What follows belongs to an exercise in optimizing a design on an open flow for small area; a production flow would make more cautious choices.
The RTL was checked by simulation tests, not by an equivalence proof against the original design.

File: design/flow/config.mk
export PLATFORM = sky130hd
export DESIGN_NAME = snakeArenaTop
export DESIGN_NICKNAME = snakeArenaTop
export VERILOG_FILES = /design/flow/design.v
export SDC_FILE = /design/flow/constraint.sdc
export NUM_CORES = 4
export LEC_CHECK = 0
export CAP_MARGIN = 20
export CORE_MARGIN = 2
export CORE_UTILIZATION = 40
export CTS_BUF_LIST = sky130_fd_sc_hd__clkbuf_4
export SLEW_MARGIN = 20
export SYNTH_HIERARCHICAL = 1
File: design/flow/constraint.sdc
create_clock -name core_clock -period 14.0 [get_ports {vga_clk}]
set_input_delay 2.8000 -clock core_clock [delete_from_list [all_inputs] [get_ports {vga_clk}]]
set_output_delay 2.8000 -clock core_clock [all_outputs]
set_load 0.01 [all_outputs]
File: design/flow/design.v
package snakeArenaPkg;
	typedef logic [9:0] coordT;
	typedef logic [1:0] healthT;
	typedef union packed {
		struct packed {
			logic [3:0] red;
			logic [3:0] green;
			logic [3:0] blue;
		} ch;
		logic [11:0] raw;
	} pixelColor;
	localparam int SPRITE_HALF = 12;
	localparam logic [11:0] TRANSPARENT_KEY = 12'hF0F;
	localparam int HEART_HALF = 8;
	localparam coordT HEART_ROW_Y = 10'd470;
	localparam int NUM_HEARTS = 3;
	localparam logic [29:0] HEART1_X = {10'd43, 10'd28, 10'd13};
	localparam logic [29:0] HEART2_X = {10'd627, 10'd612, 10'd597};
	localparam logic [11:0] HEART_COLOR = 12'hF00;
	localparam logic [11:0] VENOM_COLOR = 12'h000;
endpackage
`timescale 1ns/1ps
import snakeArenaPkg::*;
module spriteHitTest #(
	parameter int NUM_VENOMS = 3
) (
	input  snakeArenaPkg::coordT     drawX,
	input  snakeArenaPkg::coordT     drawY,
	input  snakeArenaPkg::coordT     snake1X,
	input  snakeArenaPkg::coordT     snake1Y,
	input  snakeArenaPkg::coordT     snake2X,
	input  snakeArenaPkg::coordT     snake2Y,
	input  logic [NUM_VENOMS*10-1:0]     venomX,
	input  logic [NUM_VENOMS*10-1:0]     venomY,
	input  logic [NUM_VENOMS*10-1:0]     venomR,
	input  logic [NUM_VENOMS-1:0] venomActive,
	input  snakeArenaPkg::pixelColor snake1Pixel,
	input  snakeArenaPkg::pixelColor snake2Pixel,
	output logic      snake1On,
	output logic      snake2On,
	output logic [NUM_VENOMS-1:0] venomOn
);
	snakeArenaPkg::coordT nx;
	snakeArenaPkg::coordT ny;
	assign nx = ~drawX;
	assign ny = ~drawY;
	logic s1x, s1y, s2x, s2y;
	headAxis i_s1x (.np(nx), .c(snake1X), .near(s1x));
	headAxis i_s1y (.np(ny), .c(snake1Y), .near(s1y));
	headAxis i_s2x (.np(nx), .c(snake2X), .near(s2x));
	headAxis i_s2y (.np(ny), .c(snake2Y), .near(s2y));
	assign snake1On = s1x && s1y && (snake1Pixel.raw != TRANSPARENT_KEY);
	assign snake2On = s2x && s2y && (snake2Pixel.raw != TRANSPARENT_KEY);
	for (genvar i = 0; i < NUM_VENOMS; i++) begin : gVenom
		logic hit;
		venomCircle i_circle (
			.nx(nx), .ny(ny),
			.cx(venomX[10*i +: 10]), .cy(venomY[10*i +: 10]), .r(venomR[10*i +: 10]),
			.hit(hit)
		);
		assign venomOn[i] = venomActive[i] && hit;
	end
endmodule
module headAxis (
	input  logic [9:0] np,
	input  logic [9:0] c,
	output logic       near
);
	logic [10:1] k;
	logic [9:0] d;
	logic neg;
	assign d[0] = ~(c[0] ^ np[0]);
	assign k[1] = c[0] | np[0];
	for (genvar i = 1; i < 10; i++) begin : gBit
		fullAdd u_fa (.a(c[i]), .b(np[i]), .c(k[i]), .s(d[i]), .co(k[i+1]));
	end
	assign neg = ~k[10];
	assign near = neg ? ((&d[9:4]) && (d[3:0] >= 4'd5)) :
		(~(|d[9:4]) && (d[3:0] <= 4'd12));
endmodule
module fullAdd (
	input  logic a,
	input  logic b,
	input  logic c,
	output logic s,
	output logic co
);
	assign s = a ^ b ^ c;
	assign co = (a & b) | (a & c) | (b & c);
endmodule
module norCell (
	input  logic a,
	input  logic b,
	output logic y
);
	assign y = ~(a | b);
endmodule
module venomCircle (
	input  logic [9:0] nx,
	input  logic [9:0] ny,
	input  logic [9:0] cx,
	input  logic [9:0] cy,
	input  logic [9:0] r,
	output logic       hit
);
	logic [9:0] rn;
	assign rn = ~r;
	logic tx_1;
	logic kx_2;
	logic fs3;
	logic fc4;
	logic fs5;
	logic fc6;
	logic fs7;
	logic fc8;
	logic fs9;
	logic fc10;
	logic fs11;
	logic fc12;
	logic fs13;
	logic fc14;
	logic fs15;
	logic fc16;
	logic fs17;
	logic fc18;
	logic fs19;
	logic fc20;
	logic ty_21;
	logic ky_22;
	logic fs23;
	logic fc24;
	logic fs25;
	logic fc26;
	logic fs27;
	logic fc28;
	logic fs29;
	logic fc30;
	logic fs31;
	logic fc32;
	logic fs33;
	logic fc34;
	logic fs35;
	logic fc36;
	logic fs37;
	logic fc38;
	logic fs39;
	logic fc40;
	logic rp41;
	logic rp42;
	logic rp43;
	logic rp44;
	logic rp45;
	logic rp46;
	logic rp47;
	logic rp48;
	logic rp49;
	logic rp50;
	logic rp51;
	logic rp52;
	logic rp53;
	logic rp54;
	logic rp55;
	logic rp56;
	logic rp57;
	logic rp58;
	logic rp59;
	logic rp60;
	logic rp61;
	logic rp62;
	logic rp63;
	logic rp64;
	logic rp65;
	logic rp66;
	logic rp67;
	logic rp68;
	logic rp69;
	logic rp70;
	logic rp71;
	logic rp72;
	logic rp73;
	logic rp74;
	logic rp75;
	logic rp76;
	logic rp77;
	logic rp78;
	logic rp79;
	logic rp80;
	logic rp81;
	logic rp82;
	logic rp83;
	logic rp84;
	logic rp85;
	logic mc86;
	logic fs87;
	logic fc88;
	logic fs89;
	logic fc90;
	logic fs91;
	logic fc92;
	logic fs93;
	logic fc94;
	logic fs95;
	logic fc96;
	logic fs97;
	logic fc98;
	logic fs99;
	logic fc100;
	logic fs101;
	logic fc102;
	logic fs103;
	logic fc104;
	logic fs105;
	logic fc106;
	logic fs107;
	logic fc108;
	logic fs109;
	logic fc110;
	logic fs111;
	logic fc112;
	logic fs113;
	logic fc114;
	logic fs115;
	logic fc116;
	logic fs117;
	logic fc118;
	logic fs119;
	logic fc120;
	logic fs121;
	logic fc122;
	logic fs123;
	logic fc124;
	logic fs125;
	logic fc126;
	logic fs127;
	logic fc128;
	logic fs129;
	logic fc130;
	logic fs131;
	logic fc132;
	logic fs133;
	logic fc134;
	logic fs135;
	logic fc136;
	logic fs137;
	logic fc138;
	logic fs139;
	logic fc140;
	logic fs141;
	logic fc142;
	logic fs143;
	logic fc144;
	logic fs145;
	logic fc146;
	logic fs147;
	logic fc148;
	logic fs149;
	logic fc150;
	logic fs151;
	logic fc152;
	logic fs153;
	logic fc154;
	logic fs155;
	logic fc156;
	logic fs157;
	logic fc158;
	logic fs159;
	logic fc160;
	logic fs161;
	logic fc162;
	logic fs163;
	logic fc164;
	logic fs165;
	logic fc166;
	logic fs167;
	logic fc168;
	logic fs169;
	logic fc170;
	logic fs171;
	logic fc172;
	logic fs173;
	logic fc174;
	logic fs175;
	logic fc176;
	logic fs177;
	logic fc178;
	logic fs179;
	logic fc180;
	logic fs181;
	logic fc182;
	logic fs183;
	logic fc184;
	logic fs185;
	logic fc186;
	logic fs187;
	logic fc188;
	logic fs189;
	logic fc190;
	logic fs191;
	logic fc192;
	logic fs193;
	logic fc194;
	logic fs195;
	logic fc196;
	logic fs197;
	logic fc198;
	logic fs199;
	logic fc200;
	logic fs201;
	logic fc202;
	logic fs203;
	logic fc204;
	logic fs205;
	logic fc206;
	logic fs207;
	logic fc208;
	logic fs209;
	logic fc210;
	logic fs211;
	logic fc212;
	logic fs213;
	logic fc214;
	logic fs215;
	logic fc216;
	logic fs217;
	logic fc218;
	logic fs219;
	logic fc220;
	logic fs221;
	logic fc222;
	logic fs223;
	logic fc224;
	logic fs225;
	logic fc226;
	logic fs227;
	logic fc228;
	logic fs229;
	logic fc230;
	logic fs231;
	logic fc232;
	logic fs233;
	logic fc234;
	logic fs235;
	logic fc236;
	logic fs237;
	logic fc238;
	logic fs239;
	logic fc240;
	logic fs241;
	logic fc242;
	logic fs243;
	logic fc244;
	logic fs245;
	logic fc246;
	logic fs247;
	logic fc248;
	logic fs249;
	logic fc250;
	logic fs251;
	logic fc252;
	logic fs253;
	logic fc254;
	logic fs255;
	logic fc256;
	logic fs257;
	logic fc258;
	logic fs259;
	logic fc260;
	logic fs261;
	logic fc262;
	logic fs263;
	logic fc264;
	logic mc265;
	logic fs266;
	logic fc267;
	logic fs268;
	logic fc269;
	logic fs270;
	logic fc271;
	logic fs272;
	logic fc273;
	logic fs274;
	logic fc275;
	logic fs276;
	logic fc277;
	logic fs278;
	logic fc279;
	logic fs280;
	logic fc281;
	logic fs282;
	logic fc283;
	logic fs284;
	logic fc285;
	logic fs286;
	logic fc287;
	logic fs288;
	logic fc289;
	logic fs290;
	logic fc291;
	logic fs292;
	logic fc293;
	logic fs294;
	logic fc295;
	logic ac296;
	logic fs297;
	logic fc298;
	logic fs299;
	logic fc300;
	logic fs301;
	logic fc302;
	logic fs303;
	logic fc304;
	logic fs305;
	logic fc306;
	logic fs307;
	logic fc308;
	logic fs309;
	logic fc310;
	logic fs311;
	logic fc312;
	logic fs313;
	logic fc314;
	logic fs315;
	logic fc316;
	logic fs317;
	logic fc318;
	logic fs319;
	logic fc320;
	logic mc321;
	logic fs322;
	logic fc323;
	logic fs324;
	logic fc325;
	logic fs326;
	logic fc327;
	logic fs328;
	logic fc329;
	logic fs330;
	logic fc331;
	logic fs332;
	logic fc333;
	logic fs334;
	logic fc335;
	logic fs336;
	logic fc337;
	logic fs338;
	logic fc339;
	logic fs340;
	logic fc341;
	logic fs342;
	logic fc343;
	logic fs344;
	logic fc345;
	logic mc346;
	logic fs347;
	logic fc348;
	logic fs349;
	logic fc350;
	logic fs351;
	logic fc352;
	logic fs353;
	logic fc354;
	logic fs355;
	logic fc356;
	logic fs357;
	logic fc358;
	logic fs359;
	logic fc360;
	logic fs361;
	logic fc362;
	logic fs363;
	logic fc364;
	logic mc365;
	logic fs366;
	logic fc367;
	logic fs368;
	logic fc369;
	logic fs370;
	logic fc371;
	logic fs372;
	logic fc373;
	logic fs374;
	logic fc375;
	logic fs376;
	logic fc377;
	logic fs378;
	logic fc379;
	logic fs380;
	logic fc381;
	logic fs382;
	logic fc383;
	logic mc384;
	logic fs385;
	logic fc386;
	logic fs387;
	logic fc388;
	logic fs389;
	logic fc390;
	logic fs391;
	logic fc392;
	logic fs393;
	logic fc394;
	logic fs395;
	logic fc396;
	logic mc397;
	logic fs398;
	logic fc399;
	logic fs400;
	logic fc401;
	logic fs402;
	logic fc403;
	logic fs404;
	logic fc405;
	logic fs406;
	logic fc407;
	logic fs408;
	logic fc409;
	logic mc410;
	logic fs411;
	logic fc412;
	logic fs413;
	logic fc414;
	logic fs415;
	logic fc416;
	logic mc417;
	logic fs418;
	logic fc419;
	logic fs420;
	logic fc421;
	logic ac422;
	logic s423;
	assign tx_1 = ~(cx[0] ^ nx[0]);
	assign kx_2 = cx[0] | nx[0];
	fullAdd u4 (.a(cx[1]), .b(nx[1]), .c(kx_2), .s(fs3), .co(fc4));
	fullAdd u6 (.a(cx[2]), .b(nx[2]), .c(fc4), .s(fs5), .co(fc6));
	fullAdd u8 (.a(cx[3]), .b(nx[3]), .c(fc6), .s(fs7), .co(fc8));
	fullAdd u10 (.a(cx[4]), .b(nx[4]), .c(fc8), .s(fs9), .co(fc10));
	fullAdd u12 (.a(cx[5]), .b(nx[5]), .c(fc10), .s(fs11), .co(fc12));
	fullAdd u14 (.a(cx[6]), .b(nx[6]), .c(fc12), .s(fs13), .co(fc14));
	fullAdd u16 (.a(cx[7]), .b(nx[7]), .c(fc14), .s(fs15), .co(fc16));
	fullAdd u18 (.a(cx[8]), .b(nx[8]), .c(fc16), .s(fs17), .co(fc18));
	fullAdd u20 (.a(cx[9]), .b(nx[9]), .c(fc18), .s(fs19), .co(fc20));
	assign ty_21 = ~(cy[0] ^ ny[0]);
	assign ky_22 = cy[0] | ny[0];
	fullAdd u24 (.a(cy[1]), .b(ny[1]), .c(ky_22), .s(fs23), .co(fc24));
	fullAdd u26 (.a(cy[2]), .b(ny[2]), .c(fc24), .s(fs25), .co(fc26));
	fullAdd u28 (.a(cy[3]), .b(ny[3]), .c(fc26), .s(fs27), .co(fc28));
	fullAdd u30 (.a(cy[4]), .b(ny[4]), .c(fc28), .s(fs29), .co(fc30));
	fullAdd u32 (.a(cy[5]), .b(ny[5]), .c(fc30), .s(fs31), .co(fc32));
	fullAdd u34 (.a(cy[6]), .b(ny[6]), .c(fc32), .s(fs33), .co(fc34));
	fullAdd u36 (.a(cy[7]), .b(ny[7]), .c(fc34), .s(fs35), .co(fc36));
	fullAdd u38 (.a(cy[8]), .b(ny[8]), .c(fc36), .s(fs37), .co(fc38));
	fullAdd u40 (.a(cy[9]), .b(ny[9]), .c(fc38), .s(fs39), .co(fc40));
	norCell u41 (.a(rn[0]), .b(rn[1]), .y(rp41));
	norCell u42 (.a(rn[0]), .b(rn[2]), .y(rp42));
	norCell u43 (.a(rn[0]), .b(rn[3]), .y(rp43));
	norCell u44 (.a(rn[0]), .b(rn[4]), .y(rp44));
	norCell u45 (.a(rn[0]), .b(rn[5]), .y(rp45));
	norCell u46 (.a(rn[0]), .b(rn[6]), .y(rp46));
	norCell u47 (.a(rn[0]), .b(rn[7]), .y(rp47));
	norCell u48 (.a(rn[0]), .b(rn[8]), .y(rp48));
	norCell u49 (.a(rn[0]), .b(rn[9]), .y(rp49));
	norCell u50 (.a(rn[1]), .b(rn[2]), .y(rp50));
	norCell u51 (.a(rn[1]), .b(rn[3]), .y(rp51));
	norCell u52 (.a(rn[1]), .b(rn[4]), .y(rp52));
	norCell u53 (.a(rn[1]), .b(rn[5]), .y(rp53));
	norCell u54 (.a(rn[1]), .b(rn[6]), .y(rp54));
	norCell u55 (.a(rn[1]), .b(rn[7]), .y(rp55));
	norCell u56 (.a(rn[1]), .b(rn[8]), .y(rp56));
	norCell u57 (.a(rn[1]), .b(rn[9]), .y(rp57));
	norCell u58 (.a(rn[2]), .b(rn[3]), .y(rp58));
	norCell u59 (.a(rn[2]), .b(rn[4]), .y(rp59));
	norCell u60 (.a(rn[2]), .b(rn[5]), .y(rp60));
	norCell u61 (.a(rn[2]), .b(rn[6]), .y(rp61));
	norCell u62 (.a(rn[2]), .b(rn[7]), .y(rp62));
	norCell u63 (.a(rn[2]), .b(rn[8]), .y(rp63));
	norCell u64 (.a(rn[2]), .b(rn[9]), .y(rp64));
	norCell u65 (.a(rn[3]), .b(rn[4]), .y(rp65));
	norCell u66 (.a(rn[3]), .b(rn[5]), .y(rp66));
	norCell u67 (.a(rn[3]), .b(rn[6]), .y(rp67));
	norCell u68 (.a(rn[3]), .b(rn[7]), .y(rp68));
	norCell u69 (.a(rn[3]), .b(rn[8]), .y(rp69));
	norCell u70 (.a(rn[3]), .b(rn[9]), .y(rp70));
	norCell u71 (.a(rn[4]), .b(rn[5]), .y(rp71));
	norCell u72 (.a(rn[4]), .b(rn[6]), .y(rp72));
	norCell u73 (.a(rn[4]), .b(rn[7]), .y(rp73));
	norCell u74 (.a(rn[4]), .b(rn[8]), .y(rp74));
	norCell u75 (.a(rn[4]), .b(rn[9]), .y(rp75));
	norCell u76 (.a(rn[5]), .b(rn[6]), .y(rp76));
	norCell u77 (.a(rn[5]), .b(rn[7]), .y(rp77));
	norCell u78 (.a(rn[5]), .b(rn[8]), .y(rp78));
	norCell u79 (.a(rn[5]), .b(rn[9]), .y(rp79));
	norCell u80 (.a(rn[6]), .b(rn[7]), .y(rp80));
	norCell u81 (.a(rn[6]), .b(rn[8]), .y(rp81));
	norCell u82 (.a(rn[6]), .b(rn[9]), .y(rp82));
	norCell u83 (.a(rn[7]), .b(rn[8]), .y(rp83));
	norCell u84 (.a(rn[7]), .b(rn[9]), .y(rp84));
	norCell u85 (.a(rn[8]), .b(rn[9]), .y(rp85));
	assign mc86 = (r[0] & ~(tx_1)) | (r[0] & ~(ty_21)) | (~(tx_1) & ~(ty_21));
	fullAdd u88 (.a(r[1]), .b(rp41), .c(mc86), .s(fs87), .co(fc88));
	fullAdd u90 (.a(~(fs3)), .b(~(fs23)), .c(~((tx_1 & fs3))), .s(fs89), .co(fc90));
	fullAdd u92 (.a(~((ty_21 & fs23))), .b(fs87), .c(fs89), .s(fs91), .co(fc92));
	fullAdd u94 (.a(rp42), .b(fc88), .c(~((tx_1 & fs5))), .s(fs93), .co(fc94));
	fullAdd u96 (.a(~((ty_21 & fs25))), .b(fc90), .c(fc92), .s(fs95), .co(fc96));
	fullAdd u98 (.a(fs91), .b(fs93), .c(fs95), .s(fs97), .co(fc98));
	fullAdd u100 (.a(r[2]), .b(rp43), .c(rp50), .s(fs99), .co(fc100));
	fullAdd u102 (.a(fs99), .b(~(fs5)), .c(~(fs25)), .s(fs101), .co(fc102));
	fullAdd u104 (.a(~((fs3 & fs5))), .b(~((fs23 & fs25))), .c(fs101), .s(fs103), .co(fc104));
	fullAdd u106 (.a(~((tx_1 & fs7))), .b(~((ty_21 & fs27))), .c(fc94), .s(fs105), .co(fc106));
	fullAdd u108 (.a(fs103), .b(fc96), .c(fs105), .s(fs107), .co(fc108));
	fullAdd u110 (.a(fc98), .b(fs97), .c(fs107), .s(fs109), .co(fc110));
	fullAdd u112 (.a(rp44), .b(rp51), .c(fc100), .s(fs111), .co(fc112));
	fullAdd u114 (.a(fs111), .b(fc102), .c(~((fs3 & fs7))), .s(fs113), .co(fc114));
	fullAdd u116 (.a(~((fs23 & fs27))), .b(fc104), .c(~((tx_1 & fs9))), .s(fs115), .co(fc116));
	fullAdd u118 (.a(~((ty_21 & fs29))), .b(fc106), .c(fs113), .s(fs117), .co(fc118));
	fullAdd u120 (.a(fc108), .b(fs115), .c(fs117), .s(fs119), .co(fc120));
	fullAdd u122 (.a(fc110), .b(fs109), .c(fs119), .s(fs121), .co(fc122));
	fullAdd u124 (.a(r[3]), .b(rp45), .c(rp52), .s(fs123), .co(fc124));
	fullAdd u126 (.a(rp58), .b(fs123), .c(fc112), .s(fs125), .co(fc126));
	fullAdd u128 (.a(fs125), .b(~(fs7)), .c(~(fs27)), .s(fs127), .co(fc128));
	fullAdd u130 (.a(~((fs5 & fs7))), .b(~((fs25 & fs27))), .c(fs127), .s(fs129), .co(fc130));
	fullAdd u132 (.a(~((fs3 & fs9))), .b(~((fs23 & fs29))), .c(fc114), .s(fs131), .co(fc132));
	fullAdd u134 (.a(fs129), .b(~((tx_1 & fs11))), .c(~((ty_21 & fs31))), .s(fs133), .co(fc134));
	fullAdd u136 (.a(fc116), .b(fc118), .c(fs131), .s(fs135), .co(fc136));
	fullAdd u138 (.a(fc120), .b(fs133), .c(fs135), .s(fs137), .co(fc138));
	fullAdd u140 (.a(fc122), .b(fs121), .c(fs137), .s(fs139), .co(fc140));
	fullAdd u142 (.a(rp46), .b(rp53), .c(rp59), .s(fs141), .co(fc142));
	fullAdd u144 (.a(fc124), .b(fs141), .c(fc126), .s(fs143), .co(fc144));
	fullAdd u146 (.a(fs143), .b(fc128), .c(~((fs5 & fs9))), .s(fs145), .co(fc146));
	fullAdd u148 (.a(~((fs25 & fs29))), .b(fc130), .c(~((fs3 & fs11))), .s(fs147), .co(fc148));
	fullAdd u150 (.a(~((fs23 & fs31))), .b(fc132), .c(fs145), .s(fs149), .co(fc150));
	fullAdd u152 (.a(~((tx_1 & fs13))), .b(~((ty_21 & fs33))), .c(fc134), .s(fs151), .co(fc152));
	fullAdd u154 (.a(fc136), .b(fs147), .c(fs149), .s(fs153), .co(fc154));
	fullAdd u156 (.a(fc138), .b(fs151), .c(fs153), .s(fs155), .co(fc156));
	fullAdd u158 (.a(fc140), .b(fs139), .c(fs155), .s(fs157), .co(fc158));
	fullAdd u160 (.a(r[4]), .b(rp47), .c(rp54), .s(fs159), .co(fc160));
	fullAdd u162 (.a(rp60), .b(rp65), .c(fc142), .s(fs161), .co(fc162));
	fullAdd u164 (.a(fs159), .b(fs161), .c(fc144), .s(fs163), .co(fc164));
	fullAdd u166 (.a(~(fs9)), .b(~(fs29)), .c(~((fs7 & fs9))), .s(fs165), .co(fc166));
	fullAdd u168 (.a(~((fs27 & fs29))), .b(fs163), .c(~((fs5 & fs11))), .s(fs167), .co(fc168));
	fullAdd u170 (.a(~((fs25 & fs31))), .b(fc146), .c(fs165), .s(fs169), .co(fc170));
	fullAdd u172 (.a(~((fs3 & fs13))), .b(~((fs23 & fs33))), .c(fc148), .s(fs171), .co(fc172));
	fullAdd u174 (.a(fc150), .b(fs167), .c(fs169), .s(fs173), .co(fc174));
	fullAdd u176 (.a(~((tx_1 & fs15))), .b(~((ty_21 & fs35))), .c(fc152), .s(fs175), .co(fc176));
	fullAdd u178 (.a(fc154), .b(fs171), .c(fs173), .s(fs177), .co(fc178));
	fullAdd u180 (.a(fc156), .b(fs175), .c(fs177), .s(fs179), .co(fc180));
	fullAdd u182 (.a(fc158), .b(fs157), .c(fs179), .s(fs181), .co(fc182));
	fullAdd u184 (.a(rp48), .b(rp55), .c(rp61), .s(fs183), .co(fc184));
	fullAdd u186 (.a(rp66), .b(fc160), .c(fs183), .s(fs185), .co(fc186));
	fullAdd u188 (.a(fc162), .b(fs185), .c(fc164), .s(fs187), .co(fc188));
	fullAdd u190 (.a(~((fs7 & fs11))), .b(~((fs27 & fs31))), .c(fc166), .s(fs189), .co(fc190));
	fullAdd u192 (.a(fs187), .b(~((fs5 & fs13))), .c(~((fs25 & fs33))), .s(fs191), .co(fc192));
	fullAdd u194 (.a(fc168), .b(fc170), .c(fs189), .s(fs193), .co(fc194));
	fullAdd u196 (.a(~((fs3 & fs15))), .b(~((fs23 & fs35))), .c(fc172), .s(fs195), .co(fc196));
	fullAdd u198 (.a(fc174), .b(fs191), .c(fs193), .s(fs197), .co(fc198));
	fullAdd u200 (.a(~((tx_1 & fs17))), .b(~((ty_21 & fs37))), .c(fc176), .s(fs199), .co(fc200));
	fullAdd u202 (.a(fc178), .b(fs195), .c(fs197), .s(fs201), .co(fc202));
	fullAdd u204 (.a(fc180), .b(fs199), .c(fs201), .s(fs203), .co(fc204));
	fullAdd u206 (.a(fc182), .b(fs181), .c(fs203), .s(fs205), .co(fc206));
	fullAdd u208 (.a(r[5]), .b(rp49), .c(rp56), .s(fs207), .co(fc208));
	fullAdd u210 (.a(rp62), .b(rp67), .c(rp71), .s(fs209), .co(fc210));
	fullAdd u212 (.a(fc184), .b(fs207), .c(fs209), .s(fs211), .co(fc212));
	fullAdd u214 (.a(fc186), .b(fs211), .c(~(fs11)), .s(fs213), .co(fc214));
	fullAdd u216 (.a(~(fs31)), .b(~((fs9 & fs11))), .c(~((fs29 & fs31))), .s(fs215), .co(fc216));
	fullAdd u218 (.a(fc188), .b(fs213), .c(~((fs7 & fs13))), .s(fs217), .co(fc218));
	fullAdd u220 (.a(~((fs27 & fs33))), .b(fc190), .c(fs215), .s(fs219), .co(fc220));
	fullAdd u222 (.a(~((fs5 & fs15))), .b(~((fs25 & fs35))), .c(fc192), .s(fs221), .co(fc222));
	fullAdd u224 (.a(fc194), .b(fs217), .c(fs219), .s(fs223), .co(fc224));
	fullAdd u226 (.a(~((fs3 & fs17))), .b(~((fs23 & fs37))), .c(fc196), .s(fs225), .co(fc226));
	fullAdd u228 (.a(fc198), .b(fs221), .c(fs223), .s(fs227), .co(fc228));
	fullAdd u230 (.a(~((tx_1 & fs19))), .b(~((ty_21 & fs39))), .c(fc200), .s(fs229), .co(fc230));
	fullAdd u232 (.a(fc202), .b(fs225), .c(fs227), .s(fs231), .co(fc232));
	fullAdd u234 (.a(fc204), .b(fs229), .c(fs231), .s(fs233), .co(fc234));
	fullAdd u236 (.a(fc206), .b(fs205), .c(fs233), .s(fs235), .co(fc236));
	fullAdd u238 (.a(rp57), .b(rp63), .c(rp68), .s(fs237), .co(fc238));
	fullAdd u240 (.a(rp72), .b(fc208), .c(fc210), .s(fs239), .co(fc240));
	fullAdd u242 (.a(fs237), .b(fc212), .c(fs239), .s(fs241), .co(fc242));
	fullAdd u244 (.a(fs241), .b(fc214), .c(~((fs9 & fs13))), .s(fs243), .co(fc244));
	fullAdd u246 (.a(~((fs29 & fs33))), .b(fc216), .c(~((fs7 & fs15))), .s(fs245), .co(fc246));
	fullAdd u248 (.a(~((fs27 & fs35))), .b(fc218), .c(fc220), .s(fs247), .co(fc248));
	fullAdd u250 (.a(fs243), .b(~((fs5 & fs17))), .c(~((fs25 & fs37))), .s(fs249), .co(fc250));
	fullAdd u252 (.a(fc222), .b(fc224), .c(fs245), .s(fs251), .co(fc252));
	fullAdd u254 (.a(fs247), .b(~((fs3 & fs19))), .c((~fc20 & tx_1)), .s(fs253), .co(fc254));
	fullAdd u256 (.a(~((fs23 & fs39))), .b((~fc40 & ty_21)), .c(fc226), .s(fs255), .co(fc256));
	fullAdd u258 (.a(fc228), .b(fs249), .c(fs251), .s(fs257), .co(fc258));
	fullAdd u260 (.a(fc230), .b(fc232), .c(fs253), .s(fs259), .co(fc260));
	fullAdd u262 (.a(fs255), .b(fs257), .c(fc234), .s(fs261), .co(fc262));
	fullAdd u264 (.a(fs259), .b(fc236), .c(fs235), .s(fs263), .co(fc264));
	assign mc265 = fs261 | fs263;
	fullAdd u267 (.a(r[6]), .b(rp64), .c(rp69), .s(fs266), .co(fc267));
	fullAdd u269 (.a(rp73), .b(rp76), .c(fc238), .s(fs268), .co(fc269));
	fullAdd u271 (.a(fs266), .b(fc240), .c(fs268), .s(fs270), .co(fc271));
	fullAdd u273 (.a(fc242), .b(fs270), .c(~(fs13)), .s(fs272), .co(fc273));
	fullAdd u275 (.a(~(fs33)), .b(~((fs11 & fs13))), .c(~((fs31 & fs33))), .s(fs274), .co(fc275));
	fullAdd u277 (.a(fs272), .b(~((fs9 & fs15))), .c(~((fs29 & fs35))), .s(fs276), .co(fc277));
	fullAdd u279 (.a(fc244), .b(fs274), .c(~((fs7 & fs17))), .s(fs278), .co(fc279));
	fullAdd u281 (.a(~((fs27 & fs37))), .b(fc246), .c(fc248), .s(fs280), .co(fc281));
	fullAdd u283 (.a(fs276), .b(~((fs5 & fs19))), .c((~fc20 & fs3)), .s(fs282), .co(fc283));
	fullAdd u285 (.a(~((fs25 & fs39))), .b((~fc40 & fs23)), .c(fc250), .s(fs284), .co(fc285));
	fullAdd u287 (.a(fc252), .b(fs278), .c(fs280), .s(fs286), .co(fc287));
	fullAdd u289 (.a(fc254), .b(fc256), .c(fc258), .s(fs288), .co(fc289));
	fullAdd u291 (.a(fs282), .b(fs284), .c(fs286), .s(fs290), .co(fc291));
	fullAdd u293 (.a(fc260), .b(fs288), .c(fs290), .s(fs292), .co(fc293));
	fullAdd u295 (.a(fc262), .b(fs292), .c(fc264), .s(fs294), .co(fc295));
	assign ac296 = mc265 & fs294;
	fullAdd u298 (.a(rp70), .b(rp74), .c(rp77), .s(fs297), .co(fc298));
	fullAdd u300 (.a(fc267), .b(fs297), .c(fc269), .s(fs299), .co(fc300));
	fullAdd u302 (.a(fc271), .b(fs299), .c(fc273), .s(fs301), .co(fc302));
	fullAdd u304 (.a(~((fs11 & fs15))), .b(~((fs31 & fs35))), .c(fc275), .s(fs303), .co(fc304));
	fullAdd u306 (.a(fs301), .b(~((fs9 & fs17))), .c(~((fs29 & fs37))), .s(fs305), .co(fc306));
	fullAdd u308 (.a(fc277), .b(fs303), .c(~((fs7 & fs19))), .s(fs307), .co(fc308));
	fullAdd u310 (.a((~fc20 & fs5)), .b(~((fs27 & fs39))), .c((~fc40 & fs25)), .s(fs309), .co(fc310));
	fullAdd u312 (.a(fc279), .b(fc281), .c(fs305), .s(fs311), .co(fc312));
	fullAdd u314 (.a(fc283), .b(fc285), .c(fc287), .s(fs313), .co(fc314));
	fullAdd u316 (.a(fs307), .b(fs309), .c(fs311), .s(fs315), .co(fc316));
	fullAdd u318 (.a(fc289), .b(fc291), .c(fs313), .s(fs317), .co(fc318));
	fullAdd u320 (.a(fs315), .b(fc293), .c(fs317), .s(fs319), .co(fc320));
	assign mc321 = (fs319 & fc295) | (fs319 & ac296) | (fc295 & ac296);
	fullAdd u323 (.a(r[7]), .b(rp75), .c(rp78), .s(fs322), .co(fc323));
	fullAdd u325 (.a(rp80), .b(fc298), .c(fs322), .s(fs324), .co(fc325));
	fullAdd u327 (.a(fs324), .b(fc300), .c(~(fs15)), .s(fs326), .co(fc327));
	fullAdd u329 (.a(~(fs35)), .b(~((fs13 & fs15))), .c(~((fs33 & fs35))), .s(fs328), .co(fc329));
	fullAdd u331 (.a(fc302), .b(fs326), .c(~((fs11 & fs17))), .s(fs330), .co(fc331));
	fullAdd u333 (.a(~((fs31 & fs37))), .b(fc304), .c(fs328), .s(fs332), .co(fc333));
	fullAdd u335 (.a(~((fs9 & fs19))), .b((~fc20 & fs7)), .c(~((fs29 & fs39))), .s(fs334), .co(fc335));
	fullAdd u337 (.a((~fc40 & fs27)), .b(fc306), .c(fs330), .s(fs336), .co(fc337));
	fullAdd u339 (.a(fs332), .b(fc308), .c(fc310), .s(fs338), .co(fc339));
	fullAdd u341 (.a(fc312), .b(fs334), .c(fs336), .s(fs340), .co(fc341));
	fullAdd u343 (.a(fc314), .b(fc316), .c(fs338), .s(fs342), .co(fc343));
	fullAdd u345 (.a(fs340), .b(fc318), .c(fs342), .s(fs344), .co(fc345));
	assign mc346 = (fc320 & fs344) | (fc320 & mc321) | (fs344 & mc321);
	fullAdd u348 (.a(rp79), .b(rp81), .c(fc323), .s(fs347), .co(fc348));
	fullAdd u350 (.a(fc325), .b(fs347), .c(fc327), .s(fs349), .co(fc350));
	fullAdd u352 (.a(~((fs13 & fs17))), .b(~((fs33 & fs37))), .c(fc329), .s(fs351), .co(fc352));
	fullAdd u354 (.a(fs349), .b(~((fs11 & fs19))), .c((~fc20 & fs9)), .s(fs353), .co(fc354));
	fullAdd u356 (.a(~((fs31 & fs39))), .b((~fc40 & fs29)), .c(fc331), .s(fs355), .co(fc356));
	fullAdd u358 (.a(fc333), .b(fs351), .c(fc335), .s(fs357), .co(fc358));
	fullAdd u360 (.a(fc337), .b(fs353), .c(fs355), .s(fs359), .co(fc360));
	fullAdd u362 (.a(fc339), .b(fc341), .c(fs357), .s(fs361), .co(fc362));
	fullAdd u364 (.a(fs359), .b(fc343), .c(fs361), .s(fs363), .co(fc364));
	assign mc365 = (fc345 & fs363) | (fc345 & mc346) | (fs363 & mc346);
	fullAdd u367 (.a(r[8]), .b(rp82), .c(rp83), .s(fs366), .co(fc367));
	fullAdd u369 (.a(fs366), .b(fc348), .c(~(fs17)), .s(fs368), .co(fc369));
	fullAdd u371 (.a(~(fs37)), .b(~((fs15 & fs17))), .c(~((fs35 & fs37))), .s(fs370), .co(fc371));
	fullAdd u373 (.a(fc350), .b(fs368), .c(~((fs13 & fs19))), .s(fs372), .co(fc373));
	fullAdd u375 (.a((~fc20 & fs11)), .b(~((fs33 & fs39))), .c((~fc40 & fs31)), .s(fs374), .co(fc375));
	fullAdd u377 (.a(fc352), .b(fs370), .c(fc354), .s(fs376), .co(fc377));
	fullAdd u379 (.a(fc356), .b(fs372), .c(fs374), .s(fs378), .co(fc379));
	fullAdd u381 (.a(fc358), .b(fc360), .c(fs376), .s(fs380), .co(fc381));
	fullAdd u383 (.a(fs378), .b(fc362), .c(fs380), .s(fs382), .co(fc383));
	assign mc384 = (fc364 & fs382) | (fc364 & mc365) | (fs382 & mc365);
	fullAdd u386 (.a(rp84), .b(fc367), .c(fc369), .s(fs385), .co(fc386));
	fullAdd u388 (.a(~((fs15 & fs19))), .b((~fc20 & fs13)), .c(~((fs35 & fs39))), .s(fs387), .co(fc388));
	fullAdd u390 (.a((~fc40 & fs33)), .b(fc371), .c(fs385), .s(fs389), .co(fc390));
	fullAdd u392 (.a(fc373), .b(fc375), .c(fs387), .s(fs391), .co(fc392));
	fullAdd u394 (.a(fs389), .b(fc377), .c(fc379), .s(fs393), .co(fc394));
	fullAdd u396 (.a(fs391), .b(fc381), .c(fs393), .s(fs395), .co(fc396));
	assign mc397 = (fc383 & fs395) | (fc383 & mc384) | (fs395 & mc384);
	fullAdd u399 (.a(r[9]), .b(rp85), .c(~(fs19)), .s(fs398), .co(fc399));
	fullAdd u401 (.a(~(fs39)), .b(~((fs17 & fs19))), .c((~fc20 & fs15)), .s(fs400), .co(fc401));
	fullAdd u403 (.a(~((fs37 & fs39))), .b((~fc40 & fs35)), .c(fc386), .s(fs402), .co(fc403));
	fullAdd u405 (.a(fs398), .b(fc388), .c(fs400), .s(fs404), .co(fc405));
	fullAdd u407 (.a(fc390), .b(fs402), .c(fc392), .s(fs406), .co(fc407));
	fullAdd u409 (.a(fs404), .b(fc394), .c(fs406), .s(fs408), .co(fc409));
	assign mc410 = (fc396 & fs408) | (fc396 & mc397) | (fs408 & mc397);
	fullAdd u412 (.a((~fc20 & fs17)), .b((~fc40 & fs37)), .c(fc399), .s(fs411), .co(fc412));
	fullAdd u414 (.a(fc401), .b(fc403), .c(fs411), .s(fs413), .co(fc414));
	fullAdd u416 (.a(fc405), .b(fs413), .c(fc407), .s(fs415), .co(fc416));
	assign mc417 = (fc409 & fs415) | (fc409 & mc410) | (fs415 & mc410);
	fullAdd u419 (.a(~((~fc20 & ~fs19))), .b(~((~fc40 & ~fs39))), .c(fc412), .s(fs418), .co(fc419));
	fullAdd u421 (.a(fc414), .b(fs418), .c(fc416), .s(fs420), .co(fc421));
	assign ac422 = fs420 & mc417;
	assign s423 = 1'b1 ^ fc419 ^ fc421 ^ ac422;
	assign hit = s423;
endmodule
`timescale 1ns/1ps
import snakeArenaPkg::*;
module healthTracker #(
	parameter int MAX_HEALTH = 3
) (
	input  snakeArenaPkg::coordT  drawX,
	input  snakeArenaPkg::coordT  drawY,
	input  logic   snake2On,
	input  logic   venomOn,
	input  logic   hitLatch,
	input  snakeArenaPkg::healthT snake2Health,
	input  logic   snake1Won,
	output logic   hitLatchNext,
	output snakeArenaPkg::healthT snake2HealthNext,
	output logic   snake1WonNext
);
	logic hitNow;
	logic frameStart;
	logic lose;
	assign hitNow = snake2On && venomOn;
	assign frameStart = (drawX == '0) && (drawY == '0);
	assign hitLatchNext = frameStart ? hitNow : (hitLatch || hitNow);
	assign lose = frameStart && hitLatch && (snake2Health != '0);
	assign snake2HealthNext = lose ? snake2Health - 1'b1 : snake2Health;
	assign snake1WonNext = snake1Won || (lose && (snake2Health == snakeArenaPkg::healthT'(1)));
endmodule
`timescale 1ns/1ps
import snakeArenaPkg::*;
module heartOverlay #(
	parameter int MAX_HEALTH = 3
) (
	input  snakeArenaPkg::coordT  drawX,
	input  snakeArenaPkg::coordT  drawY,
	input  snakeArenaPkg::healthT snake2Health,
	output logic   heartOn
);
	logic rowOn;
	logic p1On;
	logic p2On;
	logic [5:0] xl;
	assign rowOn = (drawY[9:5] == 5'b01110) && (drawY[4:0] >= 5'd14) && (drawY[4:0] != 5'd31);
	assign xl = drawX[5:0];
	assign p1On = (drawX[9:6] == 4'd0) && (xl >= 6'd5) && (xl <= 6'd51);
	assign p2On = (drawX[9:6] == 4'd9) && (xl <= 6'd59) && (
		(snake2Health == 2'd3) ? (xl >= 6'd13) :
		(snake2Health == 2'd2) ? (xl >= 6'd28) :
		(snake2Health == 2'd1) ? (xl >= 6'd43) : 1'b0);
	assign heartOn = rowOn && (p1On || p2On);
endmodule
`timescale 1ns/1ps
import snakeArenaPkg::*;
module pixelCompositor (
	input  logic       blank,
	input  snakeArenaPkg::pixelColor  bgPixel,
	input  snakeArenaPkg::pixelColor  snake1Pixel,
	input  snakeArenaPkg::pixelColor  snake2Pixel,
	input  logic       snake1On,
	input  logic       snake2On,
	input  logic       venomOn,
	input  logic       heartOn,
	output snakeArenaPkg::pixelColor  nextPix
);
	logic use1, use2, useBg;
	logic passN;
	logic heartN;
	logic [11:0] selN;
	assign use1 = snake1On;
	assign use2 = ~snake1On & snake2On;
	assign useBg = ~snake1On & ~snake2On;
	assign passN = ~blank | heartOn | venomOn;
	assign heartN = ~(blank & heartOn);
	for (genvar b = 0; b < 12; b++) begin : gBit
		pixSel i_sel (
			.e1(use1), .e2(use2), .e3(useBg),
			.a(snake1Pixel.raw[b]), .b(snake2Pixel.raw[b]), .c(bgPixel.raw[b]),
			.yN(selN[b])
		);
		if (HEART_COLOR[b]) begin : gRed
			assign nextPix.raw[b] = ~((selN[b] | passN) & heartN);
		end else begin : gOther
			assign nextPix.raw[b] = ~(selN[b] | passN);
		end
	end
endmodule
module pixSel (
	input  logic e1,
	input  logic e2,
	input  logic e3,
	input  logic a,
	input  logic b,
	input  logic c,
	output logic yN
);
	assign yN = ~((e1 & a) | (e2 & b) | (e3 & c));
endmodule
`timescale 1ns/1ps
import snakeArenaPkg::*;
module snakeArenaTop #(
	parameter int NUM_VENOMS = 3,
	parameter int MAX_HEALTH = 3
) (
	input  logic       vga_clk,
	input  logic       rstN,
	input  snakeArenaPkg::coordT      drawX,
	input  snakeArenaPkg::coordT      drawY,
	input  logic       blank,
	input  snakeArenaPkg::coordT      snake1X,
	input  snakeArenaPkg::coordT      snake1Y,
	input  snakeArenaPkg::coordT      snake2X,
	input  snakeArenaPkg::coordT      snake2Y,
	input  logic [NUM_VENOMS*10-1:0]      venomX,
	input  logic [NUM_VENOMS*10-1:0]      venomY,
	input  logic [NUM_VENOMS*10-1:0]      venomR,
	input  logic [NUM_VENOMS-1:0] venomActive,
	input  snakeArenaPkg::pixelColor  bgPixel,
	input  snakeArenaPkg::pixelColor  snake1Pixel,
	input  snakeArenaPkg::pixelColor  snake2Pixel,
	output logic [3:0] red,
	output logic [3:0] green,
	output logic [3:0] blue,
	output snakeArenaPkg::healthT     snake2Health,
	output logic       snake1Won
);
	logic snake1On;
	logic snake2On;
	logic [NUM_VENOMS-1:0] venomOn;
	logic heartOn;
	spriteHitTest #(
		.NUM_VENOMS(NUM_VENOMS)
	) i_spriteHitTest (
		.drawX(drawX), .drawY(drawY),
		.snake1X(snake1X), .snake1Y(snake1Y),
		.snake2X(snake2X), .snake2Y(snake2Y),
		.venomX(venomX), .venomY(venomY), .venomR(venomR),
		.venomActive(venomActive),
		.snake1Pixel(snake1Pixel), .snake2Pixel(snake2Pixel),
		.snake1On(snake1On), .snake2On(snake2On), .venomOn(venomOn)
	);
	logic anyVenom;
	assign anyVenom = |venomOn;
	logic hitLatch;
	logic hitLatchNext;
	snakeArenaPkg::healthT snake2HealthNext;
	logic snake1WonNext;
	healthTracker #(
		.MAX_HEALTH(MAX_HEALTH)
	) i_healthTracker (
		.drawX(drawX), .drawY(drawY),
		.snake2On(snake2On), .venomOn(anyVenom),
		.hitLatch(hitLatch), .snake2Health(snake2Health), .snake1Won(snake1Won),
		.hitLatchNext(hitLatchNext), .snake2HealthNext(snake2HealthNext),
		.snake1WonNext(snake1WonNext)
	);
	always_ff @(posedge vga_clk or negedge rstN) begin
		if (!rstN) begin
			hitLatch <= 1'b0;
			snake2Health <= snakeArenaPkg::healthT'(MAX_HEALTH);
			snake1Won <= 1'b0;
		end else begin
			hitLatch <= hitLatchNext;
			snake2Health <= snake2HealthNext;
			snake1Won <= snake1WonNext;
		end
	end
	heartOverlay #(
		.MAX_HEALTH(MAX_HEALTH)
	) i_heartOverlay (
		.drawX(drawX), .drawY(drawY),
		.snake2Health(snake2Health), .heartOn(heartOn)
	);
	snakeArenaPkg::pixelColor nextPix;
	snakeArenaPkg::pixelColor outPix;
	pixelCompositor i_pixelCompositor (
		.blank(blank),
		.bgPixel(bgPixel), .snake1Pixel(snake1Pixel), .snake2Pixel(snake2Pixel),
		.snake1On(snake1On), .snake2On(snake2On), .venomOn(anyVenom), .heartOn(heartOn),
		.nextPix(nextPix)
	);
	always_ff @(posedge vga_clk or negedge rstN) begin
		if (!rstN) begin
			outPix.raw <= '0;
		end else begin
			outPix <= nextPix;
		end
	end
	assign red = outPix.ch.red;
	assign green = outPix.ch.green;
	assign blue = outPix.ch.blue;
endmodule
File: design/flow/standard.sh
#!/bin/bash
# synth_recipe.tcl (not shown) runs the flow's synth.tcl, then flattens the netlist and writes it again
# the make line also repeats each setting of config.mk as NAME=value (left out here)
make -C /OpenROAD-flow-scripts/flow DESIGN_CONFIG=/design/flow/config.mk WORK_HOME=/design/flow/orfs CLKGATE_MAP_FILE= SYNTH_SCRIPT=/design/flow/synth_recipe.tcl "${@:-finish}"
File: design/flow/flow/run.sh
#!/bin/bash
# The standard layout, with each port buffered by the smallest buffer
# (buf_1) instead of the one buffer_ports picks by default.
set -euo pipefail
export BUFFER_PORTS_ARGS="-buffer_cell sky130_fd_sc_hd__buf_1"
bash standard.sh > standard.log 2>&1
==> run summary <==
-- state kept, by name (all words and copies together) (netlist names) --
signal	flops
hitLatch	1
outPix	12
snake1Won	1
snake2Health	2
-- cells by family (layout without fill, tap and decap cells) --
kind of cell	count (synthesis)	count (layout)	synth area share
adders and majority gates	597	597	0.7324
and+or+nand+nor	564	564	0.1552
buffers and inverters	203	346	0.04774
AOI/OAI and AO/OA	80	80	0.03625
DFF	16	16	0.02499
xor gates and xnor gates	4	4	0.002174
muxes	2	2	0.001242
-- through the flow --
| stage | cell area [sq um] | setup WS (ns) | util | instances |
|---|---|---|---|---|
| 5_1_grt | 17320 | 0.8238 | 0.4358 | 2134 |
| 3_3_place_gp | 17290 | 1.102 | 0.4352 | 2130 |
| 6_report | 17320 | 1.292 | 0.4358 | 2134 |
| 3_5_place_dp | 17290 | 0.9757 | 0.4352 | 2130 |
| 4_1_cts | 17320 | 1.250 | 0.4358 | 2134 |
| 2_1_floorplan | 16120 | 2.078 | - | 1466 |
-- cell type report --
cell class | instances | area share
clock buffer | 3 | 0.001301
multi-input combinational | 1247 | 0.8631
inverter | 136 | 0.02948
tap | 525 | 0.03793
sequential | 16 | 0.02327
clock inverter | 1 | 0.0002168
timing repair buffer | 206 | 0.04465
-- synth_stat cells (all sizes together) (4+ instances only) --
master and count:
and4b 4, nor2 211, nand4b 4, o22ai 7
fa 579, nand3 7, a21oi 12, dfrtp 14
o21ai 14, or2 9, nor4b 4, inv 136
maj3 6, a222oi 12, o21a 8, buf 7
nor4 5, nand2b 59, and3 6, nor3 8
ha 12, nand4 5, clkbuf 60, nand2 231
-- how the worst min path moves through the flow --
| stage | endpoint | slack (ns) | cells past startpoint |
|---|---|---|---|
| after floorplan | hitLatch$_DFF_PN0_ | 0.46 | 1 |
| after global placement | snake1Won$_DFF_PN0_ | 0.47 | 1 |
| after detailed placement | snake1Won$_DFF_PN0_ | 0.47 | 1 |
| after CTS | snake1Won$_DFF_PN0_ | 0.50 | 1 |
| after global routing | snake1Won$_DFF_PN0_ | 0.51 | 1 |
| final | snake1Won$_DFF_PN0_ | 0.49 | 1 |
-- per-module statistics from Yosys, one instance, submodules excluded, a selection --
module | flip-flops and latches | copies in the design | area (sq um) | cells
venomCircle | 0 | 3 | 858.3 | 193
snakeArenaTop | 16 | 1 | 409.1 | 17
pixelCompositor | 0 | 1 | 130.1 | 20
headAxis | 0 | 4 | 81.33 | 13
fullAdd | 0 | 579 | 20.02 | 1
pixSel | 0 | 12 | 10.01 | 1
norCell | 0 | 135 | 3.754 | 1
-- worst max-delay path: stages --
cell and delay, ns:
buf_1 0.18, inv_1 0.20, inv_1 0.11, ha_1 0.14
inv_1 0.06, fa_1 0.38, fa_1 0.78, inv_1 0.16
fa_1 0.54, fa_1 0.44, fa_1 0.56, fa_1 0.43
fa_1 0.50, fa_1 0.55, fa_1 0.45, fa_1 0.50
fa_1 0.55, fa_1 0.44, fa_1 0.40, fa_1 0.45
o21a_1 0.12, maj3_2 0.34, a211oi_1 0.28, o211ai_1 0.15
and2_1 0.16, or3_1 0.47, or3b_1 0.60, nor2_2 0.15
-- metal layers --
| metal | vias up | track usage | share of wire | wire length (microns) |
|---|---|---|---|---|
| li1 | 4750 | - | - | - |
| met1 | 6051 | 0.2890 | 0.38 | 16860 |
| met2 | 418 | 0.3906 | 0.51 | 22880 |
| met3 | 69 | 0.06332 | 0.086 | 3855 |
| met4 | 2 | 0.06004 | 0.030 | 1341 |
| met5 | - | 0 | 0.00029 | 13 |
==> summary.txt <==
Finish
  – Most common cell after layout, fill and taps aside: fa_1
  – Area Overhead vs Synth: 7.428%
  – Total Nets Final: roughly 2400
  – Layout filler cell count: roughly 3900
  – FF+latch area: 402.9 sq um
  – Footprint of the multi-input gates: between 10000 and 15000 sq um
  – Most frequent cells in the layout: fa_1, nand2_1, buf_1
  – Share of cells above drive strength 1: 0.01865
  – N_diodes: 0

Global routing
  – Vias in the first global route: about 13000
  – GR Overflow Total: 0
  – Global-route wire length before repair: around 72000 microns
  – Total Routing Usage GR: 0.2295
  – Initial antenna violation count: 1
  – Largest net degree at the start of global routing: 17

Die
  – DIE AREA: approximately 42000 sq um
  – Ports: between 200 and 250
  – Area of the core: slightly below 40000 sq um
  – Die Ht: 204.7 microns
  – Die Width: approximately 200 microns
  – Row count: between 70 and 80
  – Initial Utilization: 0.4057

Worst setup path
  – Critical Path End Type: register
  – Critical R2R Capture: outPix[1]$_DFF_PN0_
  – Worst Setup SP: drawX[0]
  – R2R Path Start: snake2Health[0]$_DFF_PN1_
  – Critical Path End: outPix[1]$_DFF_PN0_
  – WP data required: around 14 ns
  – Crit Path Max Fanout: 10
  – Worst Path Arrival: between 10 and 15 ns
  – CP startpoint kind: input port
  – Worst Reg2Reg Path Length in Cells: 6
  – R2R setup slack: ~12 ns
  – Worst setup path class: in -> reg

Drt
  – Post-DRT Antenna Nets: 0
  – Post-DR vias/cell: around 5.3
  – Drt initial violations: about 600
  – Drt drc: 0
  – DR vias: about 11000
  – Wire length per cell: around 21 microns
  – DR pass1 iterations: 7
  – Drt total wl: around 45000 microns

Timing
  – Fin. Hold Viols: 0
  – Fin. max-slew vios: 0
  – WHS: between 0.4 and 0.5 ns
  – Fmax: roughly 79 MHz
  – Final setup viols: 0
  – Setup TNS Final: 0 ns
  – Slew headroom: 0.4008
  – Final Cycle Share: 0.9077
  – Tmin final: between 10 and 15 ns
  – Final setup skew: approximately 0.0097 ns
  – Actual slew at the worst max-slew pin: 0.8988 ns
  – RSZ-0062 raised after global routing: false

Logic synthesis
  – Synth area leader: fa_1
  – YS warnings: 7
  – Top cells by area, synth: fa_1, nand2_1, nor2_1
  – Register area share after synthesis: 0.02499
  – Post-Syn Nets: between 2000 and 2500
  – Main synth FF type: dfrtp_1
  – Number of synthesized flops with an enable pin: 0
  – Post-Synthesis Cell Area: approximately 16000 sq um
  – #FFs+latches synth: 16
  – Share of the synthesized area in the top cell type: 0.7191
  – Yosys cell types: 54
  – Mean Syn Cell Area: roughly 11 sq um
  – Syn Inst Count: ~1500
  – Asr flop ratio synth: 1.000

Clocking
  – Total CTS buffers: 3
  – Post-CTS Setup Bufs: 0
  – CTS tree: done
  – Hold-fix buffers, CTS: 0
  – Root Driver: clkbuf_4
  – Total clock sinks: 16
  – CTS clk-pin slew, worst paths: 0.10 ns
  – Post_cts resized: 0
  – H-tree Lvls: 1
  – Max clock buf depth: 2
  – Clock latency on the worst-skew pair: 0.28 ns

Placement
  – Buffers on Ports: slightly above 200
  – HPWL Detailed: 39890 microns
  – GP Congestion: approximately 0.91

Run status
  – Status: timing/DRC/antenna clean

Job
  – Max_cap viols: 0

Hold path
  – HP Start: snake1Won$_DFF_PN0_
  – Min-delay worst type: reg -> reg

-- separate check: timing with driven ports --
No port has a modelled driver above. Below, the same layout with a new extraction and two added sets of constraints.
Step 1 assumes that a clkbuf_16 drives the clock port and a buf_2 every other input.
Step 2 adds t to the input delays and takes it off the output delays; t is the mean of the earliest and latest rising clock arrival at the registers after step 1. Input paths then give back, and output paths get back, about the clock's delay inside the block.
Slacks: ideal / step 1 / step 2; pairs: ideal / step 1.
t, ns: 0.296
slack for setup (ns): 1.292 / 1.279 / 0.983
worst hold slack (ns): 0.493 / 0.493 / 0.493
worst setup path at the end: input to register
After both steps setup and hold are still met in this run. The setup slack of this run moves by -0.013 ns with the drivers and by -0.309 ns with both steps.
